What follows belongs to an exercise in optimizing a design on an open flow for a short achievable clock period and few clock cycles; a production flow would make more cautious choices.
Function was checked by simulation only, so behaviour that the tests miss may differ from the original.
Power is estimated from default activity; no workload was simulated.

===== design/flow/flow/run.sh =====
#!/bin/bash
set -euo pipefail
export BUFFER_PORTS_ARGS="-buffer_cell sky130_fd_sc_hd__buf_4"
sed -e 's/SETUP_SLACK_MARGIN=[-0-9.]*/SETUP_SLACK_MARGIN=5.3/' standard.sh > flow/standard_tuned.sh
bash flow/standard_tuned.sh > orfs_make.log 2>&1

===== design/flow/standard.sh =====
#!/bin/bash
# synth_recipe.tcl (not shown) runs the flow's synth.tcl, then flattens the netlist and writes it again
# the make line also repeats each setting of config.mk as NAME=value (left out here)
make -C /OpenROAD-flow-scripts/flow DESIGN_CONFIG=/design/flow/config.mk WORK_HOME=/design/flow/orfs CLKGATE_MAP_FILE= SYNTH_SCRIPT=/design/flow/synth_recipe.tcl "${@:-finish}"

===== design/flow/config.mk =====
export PLATFORM = sky130hd
export DESIGN_NAME = core_top
export DESIGN_NICKNAME = core_top
export VERILOG_FILES = /design/flow/design.v
export SDC_FILE = /design/flow/constraint.sdc
export NUM_CORES = 4
export LEC_CHECK = 0
export ABC_CLOCK_PERIOD_IN_PS = 3000
export CAP_MARGIN = 20
export CORE_MARGIN = 2
export CORE_UTILIZATION = 30
export PLACE_DENSITY = 0.45
export SETUP_SLACK_MARGIN = 5
export SLEW_MARGIN = 20
export SYNTH_HIERARCHICAL = 1
export SYNTH_MINIMUM_KEEP_SIZE = 0

===== design/flow/constraint.sdc =====
create_clock -name core_clock -period 8.5 [get_ports {clk}]
set_input_delay 1.7000 -clock core_clock [delete_from_list [all_inputs] [get_ports {clk}]]
set_output_delay 1.7000 -clock core_clock [all_outputs]
set_load 0.01 [all_outputs]

===== design/flow/design.v =====
`timescale 1ns/100ps
package core_pkg;
	localparam int XLEN    = 32;
	localparam int REG_NUM = 32;
	typedef logic [XLEN-1:0]            word_t;
	typedef logic [$clog2(REG_NUM)-1:0] reg_idx_t;
	typedef logic [6:0]                 opcode_t;
	localparam word_t RESET_PC = '0;
	localparam opcode_t OPC_LUI    = 7'b0110111;
	localparam opcode_t OPC_OP_IMM = 7'b0010011;
	localparam opcode_t OPC_OP     = 7'b0110011;
	localparam opcode_t OPC_LOAD   = 7'b0000011;
	localparam opcode_t OPC_STORE  = 7'b0100011;
	localparam logic [2:0] F3_ADD  = 3'b000;
	localparam logic [2:0] F3_SLL  = 3'b001;
	localparam logic [2:0] F3_SLT  = 3'b010;
	localparam logic [2:0] F3_SLTU = 3'b011;
	localparam logic [2:0] F3_XOR  = 3'b100;
	localparam logic [2:0] F3_SR   = 3'b101;	 
	localparam logic [2:0] F3_OR   = 3'b110;
	localparam logic [2:0] F3_AND  = 3'b111;
	localparam logic [2:0] F3_WORD = 3'b010;
	typedef enum logic [3:0] {
		ALU_ADD,
		ALU_SUB,
		ALU_SLL,
		ALU_SLT,
		ALU_SLTU,
		ALU_XOR,
		ALU_SRL,
		ALU_SRA,
		ALU_OR,
		ALU_AND,
		ALU_PASS	 
	} alu_op_e;
endpackage
`timescale 1ns/100ps
module core_fsel #(
	parameter int W = 32
) (
	input  logic [W-1:0] sum,
	input  logic [W-1:0] dif,
	input  logic [W-1:0] oth,
	input  logic         ssum,
	input  logic         sdif,
	input  logic         sslt,
	input  logic         sl_x,	 
	input  logic         sl_a,	 
	input  logic         dif31,
	output logic [W-1:0] y
);
	assign y = ({W{ssum}} & sum) | ({W{sdif}} & dif) | oth |
		{{(W-1){1'b0}}, sslt & (sl_x ? sl_a : dif31)};
endmodule
module core_fsh #(
	parameter int W = 32
) (
	input  logic [W-1:0] shl,
	input  logic [W-1:0] shr,
	input  logic [W-1:0] oth,
	input  logic         sshl,
	input  logic         sshr,
	output logic [W-1:0] y
);
	assign y = ({W{sshl}} & shl) | ({W{sshr}} & shr) | oth;
endmodule
module core_pg #(
	parameter bit INVB = 1'b0,
	parameter bit CIN  = 1'b0
) (
	input  logic [31:0] a,
	input  logic [31:0] b,
	output logic [31:0] g,
	output logic [31:0] p,
	output logic [31:0] h
);
	logic [31:0] bb;
	assign bb = INVB ? ~b : b;
	assign h  = a ^ bb;
	assign p  = a | bb;
	always_comb begin
		g = a & bb;
		if (CIN)
			g[0] = a[0] | bb[0];
	end
endmodule
module core_pre_n #(
	parameter int D = 1
) (
	input  logic [31:0] g,
	input  logic [31:0] p,
	output logic [31:0] gn,
	output logic [31:0] pn
);
	always_comb begin
		for (int i = 0; i < 32; i++) begin
			if (i >= D) begin
				gn[i] = ~(g[i] | (p[i] & g[i-D]));
				pn[i] = ~(p[i] & p[i-D]);
			end else begin
				gn[i] = ~g[i];
				pn[i] = ~p[i];
			end
		end
	end
endmodule
module core_pre_p #(
	parameter int D = 2
) (
	input  logic [31:0] gn,
	input  logic [31:0] pn,
	output logic [31:0] g,
	output logic [31:0] p
);
	always_comb begin
		for (int i = 0; i < 32; i++) begin
			if (i >= D) begin
				g[i] = ~(gn[i] & (pn[i] | gn[i-D]));
				p[i] = ~(pn[i] | pn[i-D]);
			end else begin
				g[i] = ~gn[i];
				p[i] = ~pn[i];
			end
		end
	end
endmodule
module core_psum #(
	parameter bit CIN = 1'b0
) (
	input  logic [31:0] h,
	input  logic [31:0] cn,	 
	output logic [31:0] s
);
	assign s = h ^ ~{cn[30:0], ~CIN};
endmodule
module core_add #(
	parameter bit SUB = 1'b0
) (
	input  logic [31:0] a,
	input  logic [31:0] b,
	output logic [31:0] s
);
	logic [31:0] g0, p0, h, g1n, p1n, g2, p2, g3n, p3n, g4, p4, g5n, p5n;
	core_pg #(.INVB(SUB), .CIN(SUB)) u_pg (.a, .b, .g(g0), .p(p0), .h);
	core_pre_n #(.D(1))  u_l1 (.g(g0),   .p(p0),   .gn(g1n), .pn(p1n));
	core_pre_p #(.D(2))  u_l2 (.gn(g1n), .pn(p1n), .g(g2),   .p(p2));
	core_pre_n #(.D(4))  u_l3 (.g(g2),   .p(p2),   .gn(g3n), .pn(p3n));
	core_pre_p #(.D(8))  u_l4 (.gn(g3n), .pn(p3n), .g(g4),   .p(p4));
	core_pre_n #(.D(16)) u_l5 (.g(g4),   .p(p4),   .gn(g5n), .pn(p5n));
	core_psum #(.CIN(SUB)) u_sum (.h, .cn(g5n), .s);
endmodule
`timescale 1ns/100ps
module core_top (
	input  logic        clk,
	input  logic        rst_n,
	output logic        imem_req_valid,
	output logic [31:0] imem_addr,
	input  logic        imem_rsp_valid,
	input  logic [31:0] imem_rsp_inst,
	output logic        dmem_req_valid,
	output logic        dmem_wen,
	output logic [31:0] dmem_addr,
	output logic [31:0] dmem_wdata,
	input  logic        dmem_req_ready,
	input  logic        dmem_rsp_valid,
	input  logic [31:0] dmem_rsp_rdata,
	output logic        dmem_rsp_ready
);
	logic        ireq;
	logic [29:0] pc;
	logic [29:0] pc1;	 
	logic        qv0, qv1;
	logic [31:0] q0, q1;
	logic        resp;
	logic        pop;
	assign resp = ireq & imem_rsp_valid;
	logic qv1_n;
	assign qv1_n = ~pop & (qv1 | (qv0 & resp));
	always_ff @(posedge clk or negedge rst_n) begin
		if (!rst_n) begin
			ireq <= 1'b0;
			pc   <= '0;
			pc1  <= 30'd1;
			qv0  <= 1'b0;
			qv1  <= 1'b0;
		end else begin
			if (resp) begin
				pc  <= pc1;
				pc1 <= pc1 + 30'd1;
			end
			qv0  <= pop ? (qv1 | resp) : (qv0 | resp);
			qv1  <= qv1_n;
			ireq <= ~qv1_n;
		end
	end
	always_ff @(posedge clk) begin
		if (pop | (resp & ~qv0))
			q0 <= qv1 ? q1 : imem_rsp_inst;
		if (~pop & resp & qv0)
			q1 <= imem_rsp_inst;
	end
	assign imem_req_valid = ireq;
	assign imem_addr      = {pc, 2'b00};
	logic [6:0]  n_opc;
	logic [2:0]  n_f3;
	logic        n_lui, n_opi, n_op, n_lw, n_sw, n_alu, n_mem, n_ar;
	logic [31:0] n_imm;
	assign n_opc = q0[6:0];
	assign n_f3  = q0[14:12];
	assign n_lui = (n_opc == 7'b0110111);
	assign n_opi = (n_opc == 7'b0010011);
	assign n_op  = (n_opc == 7'b0110011);
	assign n_lw  = (n_opc == 7'b0000011) & (n_f3 == 3'b010);
	assign n_sw  = (n_opc == 7'b0100011) & (n_f3 == 3'b010);
	assign n_alu = n_lui | n_opi | n_op;
	assign n_mem = n_lw | n_sw;
	assign n_ar  = n_opi | n_op;
	always_comb begin
		if (n_lui)
			n_imm = {q0[31:12], 12'b0};
		else if (n_sw)
			n_imm = {{20{q0[31]}}, q0[31:25], q0[11:7]};
		else
			n_imm = {{20{q0[31]}}, q0[31:20]};
	end
	logic        dv;
	logic        d_load;
	logic        d_take;
	logic [4:0]  r1, r2, rd;
	logic [31:1] o1, o2;	 
	logic        d_wr, is_op, is_lw, is_mem, is_nop, is_shift, is_shlog;
	logic [31:0] imm;
	logic        d_add, d_sub, d_sll, d_slt, d_sltu, d_xor, d_sr, d_sra, d_or, d_and;
	assign d_load = ~dv | d_take;
	assign pop    = qv0 & d_load;
	always_ff @(posedge clk or negedge rst_n) begin
		if (!rst_n)
			dv <= 1'b0;
		else if (d_load)
			dv <= qv0;
	end
	always_ff @(posedge clk) begin
		if (pop) begin
			r1       <= (n_ar | n_mem) ? q0[19:15] : 5'd0;
			r2       <= (n_op | n_sw) ? q0[24:20] : 5'd0;
			for (int i = 1; i < 32; i++) begin
				o1[i] <= (n_ar | n_mem) & (q0[19:15] == 5'(i));
				o2[i] <= (n_op | n_sw) & (q0[24:20] == 5'(i));
			end
			rd       <= q0[11:7];
			d_wr     <= (n_alu | n_lw) & (q0[11:7] != 5'd0);
			is_op    <= n_op;
			is_lw    <= n_lw;
			is_mem   <= n_mem;
			is_nop   <= ~(n_alu | n_mem);
			is_shift <= n_ar & (n_f3[1:0] == 2'b01);
			is_shlog <= n_ar & ((n_f3[1:0] == 2'b01) | n_f3[2]);
			imm      <= n_imm;
			d_add    <= n_lui | n_mem | (n_ar & (n_f3 == 3'b000) & ~(n_op & q0[30]));
			d_sub    <= n_op & (n_f3 == 3'b000) & q0[30];
			d_sll    <= n_ar & (n_f3 == 3'b001);
			d_slt    <= n_ar & (n_f3 == 3'b010);
			d_sltu   <= n_ar & (n_f3 == 3'b011);
			d_xor    <= n_ar & (n_f3 == 3'b100);
			d_sr     <= n_ar & (n_f3 == 3'b101);
			d_sra    <= q0[30];
			d_or     <= n_ar & (n_f3 == 3'b110);
			d_and    <= n_ar & (n_f3 == 3'b111);
		end
	end
	logic        e_valid;
	logic [31:0] e_a, e_b, e_x, e_sd;
	logic [4:0]  e_shl, e_shr;	 
	logic        e_add, e_sub, e_sll, e_sr, e_sra, e_slt, e_sltu, e_xor, e_or, e_and;
	logic [4:0]  e_rd;
	logic        e_wr, e_mem, e_ld;
	logic [31:0] alu_out;
	logic        w_valid;
	logic [31:0] w_res;
	logic [4:0]  w_rd;
	logic [31:1] w_oh;
	logic        m_valid, m_req, m_st, m_ld, m_wr, m_live;
	logic [31:0] m_addr, m_wdata;
	logic [4:0]  m_rd;
	logic        ms_valid, ms_st, ms_ld, ms_wr, ms_live;
	logic [31:0] ms_addr, ms_wdata;
	logic [4:0]  ms_rd;
	logic        mt_valid, mt_st, mt_ld, mt_wr, mt_live;
	logic [31:0] mt_addr, mt_wdata;
	logic [4:0]  mt_rd;
	logic        ld_pend;
	logic        ld_live;
	logic [4:0]  ld_rd;
	logic [31:1] ld_oh;
	logic        l2_valid;
	logic [4:0]  l2_rd;
	logic [31:1] l2_oh;
	logic [31:0] l2_data;
	logic [31:0] rf [1:31];
	logic        hE1, hW1, hS1, hM1, hL1, hE2, hW2, hS2, hM2, hL2, hR1, hR2, hT1, hT2;
	logic        nr1, nr2;
	logic [31:0] rf1, rf2;
	assign hE1 = e_valid & e_wr & (e_rd == r1);
	assign hW1 = w_valid & (w_rd == r1);
	assign hS1 = ms_valid & ms_ld & ms_wr & ms_live & (ms_rd == r1);
	assign hM1 = m_valid & m_ld & m_wr & m_live & (m_rd == r1);
	assign hT1 = mt_valid & mt_ld & mt_wr & mt_live & (mt_rd == r1);
	assign hL1 = ld_pend & ld_live & (ld_rd == r1);
	assign hE2 = e_valid & e_wr & (e_rd == r2);
	assign hW2 = w_valid & (w_rd == r2);
	assign hS2 = ms_valid & ms_ld & ms_wr & ms_live & (ms_rd == r2);
	assign hM2 = m_valid & m_ld & m_wr & m_live & (m_rd == r2);
	assign hT2 = mt_valid & mt_ld & mt_wr & mt_live & (mt_rd == r2);
	assign hL2 = ld_pend & ld_live & (ld_rd == r2);
	assign hR1 = l2_valid & (l2_rd == r1);
	assign hR2 = l2_valid & (l2_rd == r2);
	logic nrA, nrL;
	assign nrA = (hE1 ? e_ld : ~hW1 & (hT1 | hS1 | hM1)) | (hE2 ? e_ld : ~hW2 & (hT2 | hS2 | hM2));
	assign nrL = (~hE1 & ~hW1 & hL1) | (~hE2 & ~hW2 & hL2);
	always_comb begin
		rf1 = 32'd0;
		rf2 = 32'd0;
		for (int i = 1; i < 32; i++) begin
			rf1 = rf1 | ({32{o1[i]}} & rf[i]);
			rf2 = rf2 | ({32{o2[i]}} & rf[i]);
		end
	end
	logic sW1, sL1, sR1, sF1, sW2, sL2, sR2, sF2;
	assign sW1 = ~hE1 & hW1;
	assign sL1 = ~hE1 & ~hW1 & hL1;
	assign sR1 = ~hE1 & ~hW1 & ~hL1 & hR1;
	assign sF1 = ~hE1 & ~hW1 & ~hL1 & ~hR1;
	assign sW2 = ~hE2 & hW2;
	assign sL2 = ~hE2 & ~hW2 & hL2;
	assign sR2 = ~hE2 & ~hW2 & ~hL2 & hR2;
	assign sF2 = ~hE2 & ~hW2 & ~hL2 & ~hR2;
	function automatic logic [31:0] pick(input logic en1, input logic en2, input logic eni,
		input logic sw1, input logic sl1, input logic sr1, input logic sf1,
		input logic sw2, input logic sl2, input logic sr2, input logic sf2,
		input logic [31:0] w, input logic [31:0] l, input logic [31:0] r,
		input logic [31:0] f1, input logic [31:0] f2, input logic [31:0] im);
		pick = ({32{en1 & sw1}} & w) | ({32{en1 & sl1}} & l) | ({32{en1 & sr1}} & r) |
			({32{en1 & sf1}} & f1) |
			({32{en2 & sw2}} & w) | ({32{en2 & sl2}} & l) | ({32{en2 & sr2}} & r) |
			({32{en2 & sf2}} & f2) | ({32{eni}} & im);
	endfunction
	logic d_issue;
	logic t_go;
	logic mem_ok;
	assign mem_ok  = ~mt_valid & ~(ms_valid & e_valid & e_mem);
	assign t_go    = dv & ~nrA & (~is_mem | mem_ok);
	assign d_issue = ~is_nop & t_go & (~nrL | dmem_rsp_valid);
	assign d_take  = (dv & is_nop) | (t_go & ~nrL) | (t_go & nrL & dmem_rsp_valid);
	always_ff @(posedge clk or negedge rst_n) begin
		if (!rst_n)
			e_valid <= 1'b0;
		else
			e_valid <= d_issue;
	end
	logic fwd_a, fwd_b, fwd_s;
	logic [31:0] nxt_a, nxt_b, nxt_s;
	assign fwd_a = hE1 & ~e_ld;
	assign fwd_b = is_op & hE2 & ~e_ld;
	assign fwd_s = hE2 & ~e_ld;
	assign nxt_a = pick(1'b1, 1'b0, 1'b0, sW1, sL1, sR1, sF1, sW2, sL2, sR2, sF2,
		w_res, dmem_rsp_rdata, l2_data, rf1, rf2, imm);
	assign nxt_b = pick(1'b0, is_op, ~is_op, sW1, sL1, sR1, sF1, sW2, sL2, sR2, sF2,
		w_res, dmem_rsp_rdata, l2_data, rf1, rf2, imm);
	assign nxt_s = pick(1'b0, 1'b1, 1'b0, sW1, sL1, sR1, sF1, sW2, sL2, sR2, sF2,
		w_res, dmem_rsp_rdata, l2_data, rf1, rf2, imm);
	logic [31:0] nxt_x, nxt_l, nxt_r;
	assign nxt_x = pick(is_shlog, 1'b0, 1'b0, sW1, sL1, sR1, sF1, sW2, sL2, sR2, sF2,
		w_res, dmem_rsp_rdata, l2_data, rf1, rf2, imm);
	assign nxt_l = pick(1'b0, is_op & is_sll, ~is_op & is_sll, sW1, sL1, sR1, sF1,
		sW2, sL2, sR2, sF2, w_res, dmem_rsp_rdata, l2_data, rf1, rf2, imm);
	assign nxt_r = pick(1'b0, is_op & is_sr, ~is_op & is_sr, sW1, sL1, sR1, sF1,
		sW2, sL2, sR2, sF2, w_res, dmem_rsp_rdata, l2_data, rf1, rf2, imm);
	logic [31:0] sum, dif, shl, shr, rest;
	logic        sl_x, sl_a;
	core_add #(.SUB(1'b0)) u_add (.a(e_a), .b(e_b), .s(sum));
	core_add #(.SUB(1'b1)) u_sub (.a(e_a), .b(e_b), .s(dif));
	assign shl = e_x << e_shl;
	assign shr = 32'($signed({e_sra & e_x[31], e_x}) >>> e_shr);
	assign sl_x = e_a[31] ^ e_b[31];
	assign sl_a = e_slt ? e_a[31] : e_b[31];
	assign rest = ({32{e_xor}} & (e_x ^ e_b)) |
		({32{e_or}}  & (e_x | e_b)) |
		({32{e_and}} & (e_x & e_b));
	logic [31:0] a_d, b_d, x_d, s_d;
	logic [4:0]  hl_d, hr_d;
	logic        e_sltx;
	logic        fwd_x, fwd_l, fwd_r;
	logic        is_sll, is_sr;
	assign e_sltx = e_slt | e_sltu;
	assign is_sll = is_shift & d_sll;
	assign is_sr  = is_shift & d_sr;
	assign fwd_x  = fwd_a & is_shlog;
	assign fwd_l  = fwd_b & is_sll;
	assign fwd_r  = fwd_b & is_sr;
	logic [31:0] a_o, b_o, x_o, s_o, m_o;
	logic [4:0]  hl_o, hr_o;
	core_fsh #(.W(32)) u_fsh_a (.shl, .shr, .oth(({32{fwd_a}} & rest) | nxt_a),
		.sshl(fwd_a & e_sll), .sshr(fwd_a & e_sr), .y(a_o));
	core_fsel #(.W(32)) u_fsel_a (.sum, .dif, .oth(a_o),
		.ssum(fwd_a & e_add), .sdif(fwd_a & e_sub), .sslt(fwd_a & e_sltx),
		.sl_x, .sl_a, .dif31(dif[31]), .y(a_d));
	core_fsh #(.W(32)) u_fsh_b (.shl, .shr, .oth(({32{fwd_b}} & rest) | nxt_b),
		.sshl(fwd_b & e_sll), .sshr(fwd_b & e_sr), .y(b_o));
	core_fsel #(.W(32)) u_fsel_b (.sum, .dif, .oth(b_o),
		.ssum(fwd_b & e_add), .sdif(fwd_b & e_sub), .sslt(fwd_b & e_sltx),
		.sl_x, .sl_a, .dif31(dif[31]), .y(b_d));
	core_fsh #(.W(32)) u_fsh_x (.shl, .shr, .oth(({32{fwd_x}} & rest) | nxt_x),
		.sshl(fwd_x & e_sll), .sshr(fwd_x & e_sr), .y(x_o));
	core_fsel #(.W(32)) u_fsel_x (.sum, .dif, .oth(x_o),
		.ssum(fwd_x & e_add), .sdif(fwd_x & e_sub), .sslt(fwd_x & e_sltx),
		.sl_x, .sl_a, .dif31(dif[31]), .y(x_d));
	core_fsh #(.W(5)) u_fsh_l (.shl(shl[4:0]), .shr(shr[4:0]),
		.oth(({5{fwd_l}} & rest[4:0]) | nxt_l[4:0]),
		.sshl(fwd_l & e_sll), .sshr(fwd_l & e_sr), .y(hl_o));
	core_fsel #(.W(5)) u_fsel_l (.sum(sum[4:0]), .dif(dif[4:0]), .oth(hl_o),
		.ssum(fwd_l & e_add), .sdif(fwd_l & e_sub), .sslt(fwd_l & e_sltx),
		.sl_x, .sl_a, .dif31(dif[31]), .y(hl_d));
	core_fsh #(.W(5)) u_fsh_r (.shl(shl[4:0]), .shr(shr[4:0]),
		.oth(({5{fwd_r}} & rest[4:0]) | nxt_r[4:0]),
		.sshl(fwd_r & e_sll), .sshr(fwd_r & e_sr), .y(hr_o));
	core_fsel #(.W(5)) u_fsel_r (.sum(sum[4:0]), .dif(dif[4:0]), .oth(hr_o),
		.ssum(fwd_r & e_add), .sdif(fwd_r & e_sub), .sslt(fwd_r & e_sltx),
		.sl_x, .sl_a, .dif31(dif[31]), .y(hr_d));
	core_fsh #(.W(32)) u_fsh_s (.shl, .shr, .oth(({32{fwd_s}} & rest) | nxt_s),
		.sshl(fwd_s & e_sll), .sshr(fwd_s & e_sr), .y(s_o));
	core_fsel #(.W(32)) u_fsel_s (.sum, .dif, .oth(s_o),
		.ssum(fwd_s & e_add), .sdif(fwd_s & e_sub), .sslt(fwd_s & e_sltx),
		.sl_x, .sl_a, .dif31(dif[31]), .y(s_d));
	core_fsh #(.W(32)) u_fsh_m (.shl, .shr, .oth(rest),
		.sshl(e_sll), .sshr(e_sr), .y(m_o));
	core_fsel #(.W(32)) u_fsel_m (.sum, .dif, .oth(m_o),
		.ssum(e_add), .sdif(e_sub), .sslt(e_sltx),
		.sl_x, .sl_a, .dif31(dif[31]), .y(alu_out));
	logic [31:0] ma_d;
	core_fsel #(.W(32)) u_fsel_ma (.sum, .dif, .oth(ms_valid ? ms_addr : 32'd0),
		.ssum(~ms_valid), .sdif(1'b0), .sslt(1'b0),
		.sl_x, .sl_a, .dif31(dif[31]), .y(ma_d));
	always_ff @(posedge clk) begin
		begin
			e_a    <= a_d;
			e_b    <= b_d;
			e_x    <= x_d;
			e_shl  <= hl_d;
			e_shr  <= hr_d;
			e_sd   <= s_d;
			e_rd   <= rd;
			e_wr   <= d_wr;
			e_mem  <= is_mem;
			e_ld   <= is_lw;
			e_add  <= d_add;
			e_sub  <= d_sub;
			e_sll  <= d_sll;
			e_slt  <= d_slt;
			e_sltu <= d_sltu;
			e_xor  <= d_xor;
			e_sr   <= d_sr;
			e_sra  <= d_sra;
			e_or   <= d_or;
			e_and  <= d_and;
		end
	end
	logic e_alu;
	assign e_alu = e_valid & ~e_mem;
	always_ff @(posedge clk or negedge rst_n) begin
		if (!rst_n) begin
			w_valid <= 1'b0;
			w_oh    <= '0;
		end else begin
			w_valid <= e_alu & e_wr;
			for (int i = 1; i < 32; i++)
				w_oh[i] <= e_alu & e_wr & (e_rd == 5'(i));
		end
	end
	always_ff @(posedge clk) begin
		w_res <= alu_out;
		w_rd  <= e_rd;
	end
	logic push, hs, m_free, ld_out_n;
	logic k_m, k_s, k_t, k_l;
	assign push     = e_valid & e_mem;
	assign hs       = m_req & dmem_req_ready;
	assign m_free   = ~m_valid | hs;
	assign ld_out_n = (hs & m_ld) | (ld_pend & ~dmem_rsp_valid);
	assign k_m      = w_valid & (w_rd == m_rd);
	assign k_s      = w_valid & (w_rd == ms_rd);
	assign k_t      = w_valid & (w_rd == mt_rd);
	assign k_l      = w_valid & (w_rd == ld_rd);
	logic m_valid_n, ms_valid_n, mt_valid_n;
	logic s_from_t, s_from_e, t_from_e;
	assign m_valid_n  = m_free ? (ms_valid | push) : 1'b1;
	assign ms_valid_n = m_free ? (mt_valid | (ms_valid & push)) : (ms_valid | push);
	assign mt_valid_n = m_free ? (mt_valid & push) : (mt_valid | (ms_valid & push));
	assign s_from_t   = m_free & mt_valid;
	assign s_from_e   = m_free ? (ms_valid & ~mt_valid & push) : (~ms_valid & push);
	assign t_from_e   = m_free ? (mt_valid & push) : (ms_valid & ~mt_valid & push);
	always_ff @(posedge clk or negedge rst_n) begin
		if (!rst_n) begin
			m_valid  <= 1'b0;
			ms_valid <= 1'b0;
			mt_valid <= 1'b0;
			m_req    <= 1'b0;
			ld_pend  <= 1'b0;
		end else begin
			m_valid  <= m_valid_n;
			ms_valid <= ms_valid_n;
			mt_valid <= mt_valid_n;
			m_req    <= m_valid_n & ~ld_out_n;
			if (hs & m_ld)
				ld_pend <= 1'b1;
			else if (dmem_rsp_valid)
				ld_pend <= 1'b0;
		end
	end
	always_ff @(posedge clk) begin
		if (m_free) begin
			m_addr <= ma_d;
			if (ms_valid) begin
				m_wdata <= ms_wdata;
				m_st    <= ms_st;
				m_ld    <= ms_ld;
				m_rd    <= ms_rd;
				m_wr    <= ms_wr;
				m_live  <= ms_live & ~k_s;
			end else begin
				m_wdata <= e_sd;
				m_st    <= ~e_ld;
				m_ld    <= e_ld;
				m_rd    <= e_rd;
				m_wr    <= e_wr;
				m_live  <= 1'b1;
			end
		end else begin
			m_live <= m_live & ~k_m;
		end
		if (s_from_t) begin
			ms_addr  <= mt_addr;
			ms_wdata <= mt_wdata;
			ms_st    <= mt_st;
			ms_ld    <= mt_ld;
			ms_rd    <= mt_rd;
			ms_wr    <= mt_wr;
			ms_live  <= mt_live & ~k_t;
		end else if (s_from_e) begin
			ms_addr  <= sum;
			ms_wdata <= e_sd;
			ms_st    <= ~e_ld;
			ms_ld    <= e_ld;
			ms_rd    <= e_rd;
			ms_wr    <= e_wr;
			ms_live  <= 1'b1;
		end else begin
			ms_live  <= ms_live & ~k_s;
		end
		if (t_from_e) begin
			mt_addr  <= sum;
			mt_wdata <= e_sd;
			mt_st    <= ~e_ld;
			mt_ld    <= e_ld;
			mt_rd    <= e_rd;
			mt_wr    <= e_wr;
			mt_live  <= 1'b1;
		end else begin
			mt_live  <= mt_live & ~k_t;
		end
		if (hs & m_ld) begin
			ld_rd   <= m_rd;
			ld_live <= m_wr & m_live & ~k_m;
			for (int i = 1; i < 32; i++)
				ld_oh[i] <= (m_rd == 5'(i));
		end else begin
			ld_live <= ld_live & ~k_l;
		end
	end
	assign dmem_req_valid = m_req;
	assign dmem_wen       = m_st;
	assign dmem_addr      = m_addr;
	assign dmem_wdata     = m_wdata;
	assign dmem_rsp_ready = ld_pend;
	logic ld_we;
	assign ld_we = ld_pend & dmem_rsp_valid & ld_live & ~k_l;
	always_ff @(posedge clk or negedge rst_n) begin
		if (!rst_n) begin
			l2_valid <= 1'b0;
			l2_oh    <= '0;
		end else begin
			l2_valid <= ld_we;
			for (int i = 1; i < 32; i++)
				l2_oh[i] <= ld_we & ld_oh[i];
		end
	end
	always_ff @(posedge clk) begin
		if (ld_pend & dmem_rsp_valid) begin
			l2_data <= dmem_rsp_rdata;
			l2_rd   <= ld_rd;
		end
	end
	always_ff @(posedge clk or negedge rst_n) begin
		if (!rst_n) begin
			for (int i = 1; i < 32; i++)
				rf[i] <= 32'd0;
		end else begin
			for (int i = 1; i < 32; i++) begin
				if (w_oh[i])
					rf[i] <= w_res;	 
				else if (l2_oh[i])
					rf[i] <= l2_data;
			end
		end
	end
endmodule

==> impl_metrics.env, run 1 <==
export IMPL_status="complete, no violations"
export IMPL_powerDensity_nw_per_um2=410.0
export IMPL_worstMarginPinSlew_ps=1151
export IMPL_avgRoutedWirePerCell_um=39.99
export IMPL_finalMaxSlewViolations=0
export IMPL_num_nets_final=10150
export IMPL_insertion_delay_ps=940
export IMPL_reg2reg_from="o1[27]$_DFFE_PP_"
export IMPL_holdPathStages=0
export IMPL_io_pins=169
export IMPL_antenna_left=0
export IMPL_cap_violations=0
export IMPL_fin_worst_skew_ps=41.90
export IMPL_cp_slowest_cell="nand4_1"
export IMPL_nFillCells=33185
export IMPL_multi_input_area_um2=49680
export IMPL_vias=93139
export IMPL_rsz0062_at_grt="yes"
export IMPL_regMostFlops="rf"
export IMPL_cts_buffers=211
export IMPL_grt_use_met3_pct=11.58
export IMPL_clock_fmax_mhz=298.9
export IMPL_whs_ps=311.6
export IMPL_cp_top_family="compound AO/OA/AOI/OAI gates"
export IMPL_rr_worst_depth=9
export IMPL_cp_max_fo=24
export IMPL_start_kind="flip-flop"
export IMPL_synthCells=10032
export IMPL_slew_headroom_pct=22.75
export IMPL_slowest_delay_ps=510
export IMPL_cp_common_cell="a221o_1"
export IMPL_end_kind="flip-flop"
export IMPL_cp_data_arrival_time_ps=4170
export IMPL_hold_path_class="reg2reg"
export IMPL_fin_tns_setup_ps=0
export IMPL_coreArea_um2=333700
export IMPL_setup_viol=0
export IMPL_grt_usage_pct=32.79
export IMPL_wl_um=579700
export IMPL_stdcell_count=14496
export IMPL_finalHoldViolations=0
export IMPL_drt_iter0_drc=15888
export IMPL_die_h_um=583.0
export IMPL_grt_max_degree=158
export IMPL_synth_area_um2=100600
export IMPL_drtPass1Iterations=12
export IMPL_dieArea_um2=339900
export IMPL_ctsHoldBuffers=0
export IMPL_cts_tree="done"
export IMPL_yosysWarnings=15
export IMPL_cp_cell_sequence="buf_4, a22o_1, a221oi_1, nand4_1, o22ai_4, o21ai_1, and2_1, a221o_1, a221o_1"
export IMPL_cts_root_buf="clkbuf_16"
export IMPL_hold_path_endpoint="e_slt$_DFF_P_"
export IMPL_crit_type="reg2reg"
export IMPL_avgSynthCellArea_um2=10.03
export IMPL_cp_num_buf_inv=1
export IMPL_cp_required_ps=9320
export IMPL_dpl_hpwl_um=356300
export IMPL_clockBufferDepth=4
export IMPL_drc=0
export IMPL_largest_register_ff_count=992
export IMPL_p_leak_nw=44.00
export IMPL_initial_core_util_pct=30.14
export IMPL_grt_pass1_vias=86928
export IMPL_gr_total_overflow=0
export IMPL_busiest_layer="met2"
export IMPL_use_met1_pct=39.71
export IMPL_peakVddDrop_v=0.0002566
export IMPL_r2r_slack_ps=5150
export IMPL_crit_path_start="o1[27]$_DFFE_PP_"
export IMPL_grt_pass1_wl_um=772800
export IMPL_viasPerCell=6.425
export IMPL_clock_sinks=1802
export IMPL_hp_start="d_slt$_DFFE_PP_"
export IMPL_regArea_um2=46760
export IMPL_clk_pin_slew_ps=60
export IMPL_finalCriticalPeriod_ps=3345
export IMPL_fin_crit_sh_pct=39.36
export IMPL_grt_util_met2_pct=48.58
export IMPL_io_buffers=166
export IMPL_dieWidth_um=583.0
export IMPL_final_core_util_pct=35.13
export IMPL_rows=212
export IMPL_h_tree_depth=4
export IMPL_drive_gt1_share_pct=15.83
export IMPL_r2r_end="e_x[24]$_DFF_P_"
export IMPL_antenna_found_initial=47
export IMPL_dp_cells=13897
export IMPL_synthToLayoutAreaGrowth_pct=16.55
export IMPL_place_congestion=0.9937
-- report_power, final --
group / internal, mW / switching (mW)
registers: 12.1 / 3.91
logic: 7.60 / 14.7
clock network: 5.64 / 4.11
total: 25.3 / 22.7
-- stage by stage --
| stage | total power [mW] | instance area, um^2 | setup WS (ps) |
|---|---|---|---|
| floorplan | 25.41 | 100800 | 4240 |
| global placement | 35.28 | 106000 | 3844 |
| global route | 49.18 | 117200 | 5114 |
| detailed placement | 35.40 | 106100 | 3818 |
| finish | 48.07 | 117200 | 5155 |
| CTS | 46.14 | 115500 | 5152 |
-- metal layers --
metal	part of all wire, %	vias up
li1	-	36961
met1	37	46304
met2	42	7411
met3	12	2425
met4	8.7	38
met5	0.064	-
-- worst max path at each step --
stage               slack (ps)                    end  cells after the start
floorplan                 4240        d_add$_DFFE_PP_                      4
global placement          3840  mt_addr[11]$_DFFE_PP_                      7
detailed placement        3820  mt_addr[11]$_DFFE_PP_                      7
CTS                       5150           dmem_addr[8]                      1
global route              5110        e_b[20]$_DFF_P_                     13
finish                    5150        e_x[24]$_DFF_P_                      9
-- layout by cell type (no fill, tap or decap), types with 21 or more instances in the layout --
cell / n
clkbuf_8: 41
buf_4: 468
o21ai_0: 1079
clkinv_2: 37
nand4_1: 163
a221o_1: 360
a21o_1: 25
buf_12: 51
mux2i_1: 1062
o21ai_1: 159
nand2b_1: 21
nor2_1: 309
dfxtp_1: 185
and2_1: 104
nand2_1: 1274
dfrtp_1: 1060
a21oi_2: 38
a22o_1: 287
clkbuf_16: 228
edfxtp_1: 479
nand3_1: 75
a221oi_1: 263
buf_8: 21
a21oi_1: 167
buf_6: 100
diode_2: 41
mux2_2: 217
a221oi_2: 27
xnor2_1: 87
inv_1: 346
xnor2_2: 27
xor2_1: 62
mux4_2: 23
a22oi_1: 369
ha_1: 190
nor3_1: 29
a222oi_1: 117
dfrtp_4: 63
clkbuf_1: 44
-- layout make-up --
cell class	count	area share, %
multi-input cells	6859	42.38
flip-flops and latches	1802	39.89
repair buffers	662	5.613
clock buffers	309	5.383
well taps	4387	4.682
inverters	355	1.170
clock inverters	81	0.7983
diodes	41	0.08752
-- what timing repair did --
item,4_1_cts,5_1_grt
resized for setup,311,195
cloned,10,5
endpoints found under the setup margin,499,382
pin swaps,47,68
setup buffers,82,70
Testbench counts, summed over its fixed seeds: cycles 30,021.
==> run 2: changes to the inputs <==
==> design/flow/run.sh (new file) <==
#!/bin/bash
# synth_recipe.tcl (not shown) runs the flow's synth.tcl, then flattens the netlist and writes it again
# the make line also repeats each setting of config.mk as NAME=value (left out here)
make -C /OpenROAD-flow-scripts/flow DESIGN_CONFIG=/design/flow/config.mk WORK_HOME=/design/flow/orfs CLKGATE_MAP_FILE= SYNTH_SCRIPT=/design/flow/synth_recipe.tcl finish
--- a/design/flow/config.mk
+++ b/design/flow/config.mk
@@ -8,8 +8,8 @@
 export ABC_CLOCK_PERIOD_IN_PS = 3000
 export CAP_MARGIN = 20
 export CORE_MARGIN = 2
-export CORE_UTILIZATION = 30
-export PLACE_DENSITY = 0.45
+export CORE_UTILIZATION = 25
+export PLACE_DENSITY = 0.4
 export SETUP_SLACK_MARGIN = 5
 export SLEW_MARGIN = 20
 export SYNTH_HIERARCHICAL = 1
removed: design/flow/flow/run.sh
removed: design/flow/standard.sh
==> run 2 against run 1 <==
  * Still clean
  * Worst hold slack better by 24 ps
  * Critical path depth did not move
  * Critical endpoint is now e_x[3]$_DFF_P_
  * Fmax shrank 8.7%
  * Setup slack lost 320 ps
  * Combinational power down 5%
  * Utilization shrank 6.1 points
  * Largest power group unchanged
==> impl_metrics.env, run 2 <==
export IMPL_status="complete, no violations"
export IMPL_p_leak_nw=42.88
export IMPL_layout_common_cells="1275 x nand2_1, 1102 x o21ai_0, 1068 x mux2i_1"
export IMPL_clock_sinks=1802
export IMPL_synth_area_um2=100600
export IMPL_start_kind="flip-flop"
export IMPL_crit_type="reg2reg"
export IMPL_initial_core_util_pct=25.15
export IMPL_cts_buffers=213
export IMPL_rr_worst_depth=9
export IMPL_drc=0
export IMPL_synthCells=10032
export IMPL_nFillCells=41273
export IMPL_die_h_um=638.3
export IMPL_grt_pass1_vias=87094
export IMPL_stdcell_count=15277
export IMPL_io_buffers=166
export IMPL_fin_worst_skew_ps=85.54
export IMPL_fin_crit_sh_pct=43.11
export IMPL_io_pins=169
export IMPL_worstMarginPinSlew_ps=1302
export IMPL_slowest_delay_ps=750
export IMPL_avgRoutedWirePerCell_um=39.51
export IMPL_cts_root_buf="clkbuf_16"
export IMPL_cap_violations=0
export IMPL_powerDensity_nw_per_um2=404.2
export IMPL_slew_headroom_pct=13.23
export IMPL_placed_area_um2=107500
export IMPL_h_tree_depth=4
export IMPL_grt_max_degree=145
export IMPL_fin_tns_setup_ps=0
export IMPL_largest_register_ff_count=992
export IMPL_grt_pass1_wl_um=799500
export IMPL_cp_max_fo=63
export IMPL_whs_ps=335.6
export IMPL_setup_viol=0
export IMPL_place_congestion=0.9827
export IMPL_drive_gt1_share_pct=12.36
export IMPL_cp_common_cell="a221o_1"
export IMPL_vias=91613
export IMPL_wl_um=603600
export IMPL_hold_path_class="reg2reg"
export IMPL_cp_data_arrival_time_ps=4500
export IMPL_ctsHoldBuffers=0
export IMPL_clock_fmax_mhz=272.9
export IMPL_rsz0062_at_grt="yes"
export IMPL_insertion_delay_ps=980
export IMPL_regMostFlops="rf"
export IMPL_clk_pin_slew_ps=60
export IMPL_finalCriticalPeriod_ps=3664
export IMPL_crit_path_start="r1[3]$_SDFFCE_PN0P_"
export IMPL_grt_usage_pct=28.47
export IMPL_r2r_slack_ps=4840
export IMPL_critical_path_endpoint="e_x[3]$_DFF_P_"
export IMPL_yosysWarnings=15
export IMPL_rows=232
export IMPL_synthToLayoutAreaGrowth_pct=15.30
export IMPL_peakVddDrop_v=0.0001904
export IMPL_dieWidth_um=638.3
export IMPL_dpl_hpwl_um=372500
export IMPL_coreArea_um2=400000
export IMPL_antenna_left=0
export IMPL_cts_tree="done"
export IMPL_antenna_found_initial=42
export IMPL_gr_total_overflow=0
export IMPL_stdcell_area_um2=116000
export IMPL_cp_slowest_cell="o22ai_2"
export IMPL_finalMaxSlewViolations=0
export IMPL_viasPerCell=5.997
export IMPL_finalHoldViolations=0
export IMPL_clockBufferDepth=4
export IMPL_cp_required_ps=9340
export IMPL_avgSynthCellArea_um2=10.03
export IMPL_dieArea_um2=407400
export IMPL_dp_cells=14778
export IMPL_drtPass1Iterations=17
export IMPL_r2r_end="e_x[3]$_DFF_P_"
export IMPL_layout_commonest_cell="nand2_1"
export IMPL_reg2reg_from="r1[3]$_SDFFCE_PN0P_"
export IMPL_cp_cell_sequence="xor2_1, nor4_2, nand3_4, buf_12, o22ai_2, o21ai_0, and2_1, a221o_1, a221o_1"
export IMPL_num_nets_final=10054
export IMPL_end_kind="flip-flop"
export IMPL_drt_iter0_drc=14190
run 2: changes by cell type in the layout (fill, tap and decap cells not counted), sizes merged:
cell / delta
o211a: -2
clkbuf: -9
buf: -255
bufbuf: -5
clkinv: +23
diode: -3
dlygate4sd2: +98
clkdlybuf4s50: +67
inv: -8
bufinv: -2
a21oi: -1
run 2: timing repair:
item	4_1_cts	5_1_grt
setup buffers	27	31
gates cloned	2	4
resized for setup	183	103
pin swaps	6	15
endpoints found under the setup margin	554	369
run 2: worst min-delay path by stage:
stage	cells after the start	slack, ps	to	from
CTS	0	340	e_sub$_DFF_P_	d_sub$_DFFE_PP_
detailed placement	0	330	e_rd[2]$_DFF_P_	rd[2]$_DFFE_PP_
finish	0	340	e_sub$_DFF_P_	d_sub$_DFFE_PP_
global route	0	350	e_add$_DFF_P_	d_add$_DFFE_PP_
floorplan	0	320	e_add$_DFF_P_	d_add$_DFFE_PP_
global placement	0	330	e_add$_DFF_P_	d_add$_DFFE_PP_
run 2: cell type report:
class	count	area [um^2]	area share [%]
multi-input cells	6856	48980	42.23
flip-flops and latches	1802	46760	40.32
well taps	5265	6588	5.680
clock buffers	300	6142	5.296
repair buffers	567	5092	4.391
inverters	355	1375	1.186
clock inverters	94	940.9	0.8113
diodes	38	95.09	0.08199
run 2: stage by stage:
stage	worst slack (ps)	power, mW	utilization [%]
2_1_floorplan	4240	25.41	-
3_3_place_gp	3589	35.40	26.86
3_5_place_dp	3586	35.54	26.87
4_1_cts	4889	45.39	28.75
5_1_grt	4958	48.20	28.98
6_report	4836	46.88	28.99
run 2: per-layer routing:
| layer | vias to the layer above | share of wire, % | track usage, % |
|---|---|---|---|
| li1 | 36743 | - | - |
| met1 | 46064 | 38 | 34.29 |
| met2 | 6704 | 43 | 43.32 |
| met3 | 2082 | 11 | 9.153 |
| met4 | 20 | 8.3 | 19.09 |
| met5 | - | 0.058 | 0.07090 |
run 2: power breakdown:
group / switching, mW / total, mW / internal, mW
clock: 4.16 / 9.62 / 5.46
sequential: 3.99 / 16.1 / 12.1
combinational: 14.2 / 21.2 / 6.95
total: 22.4 / 46.9 / 24.5
run 2: worst max-delay path: cells and delay by family, from the launching register on:
kind | cells | cell delay [ps]
AO/OA/AOI/OAI | 4 | 1480
flip-flops | 1 | 540
AND/OR/NAND/NOR | 3 | 780
XOR/XNOR | 1 | 220
buffers and inverters | 1 | 240

[static timing again, ports no longer ideal]
The flow's constraints put no driver on any port. The routed layouts listed below were extracted and timed again, unchanged, in two steps.
Step 1: set_driving_cell puts a clkbuf_16 on clk and a buf_2 on each other input, an assumption about the parent block.
Step 2 times the ports against the registers' clock, not the clock port: input delays grow and output delays shrink by t, the midpoint of the rising clock arrivals with the driver on.
a / b / c = ideal / step 1 / step 2; a / b = the first two.
| run | t (ns) | setup slack, ns | clock arrival spread, ns |
|---|---|---|---|
| run 1 | 1.026 | 5.155 / 5.107 / 4.533 | 0.050 / 0.049 |
| run 2 | 1.048 | 4.836 / 4.836 / 4.126 | 0.088 / 0.088 |
After both steps setup and hold are still met in every run listed. For run 2, which loses most, drivers alone change the setup slack by 0.000 ns; drivers and shift together by -0.710 ns. The worst setup slack also covers recovery checks on asynchronous resets.
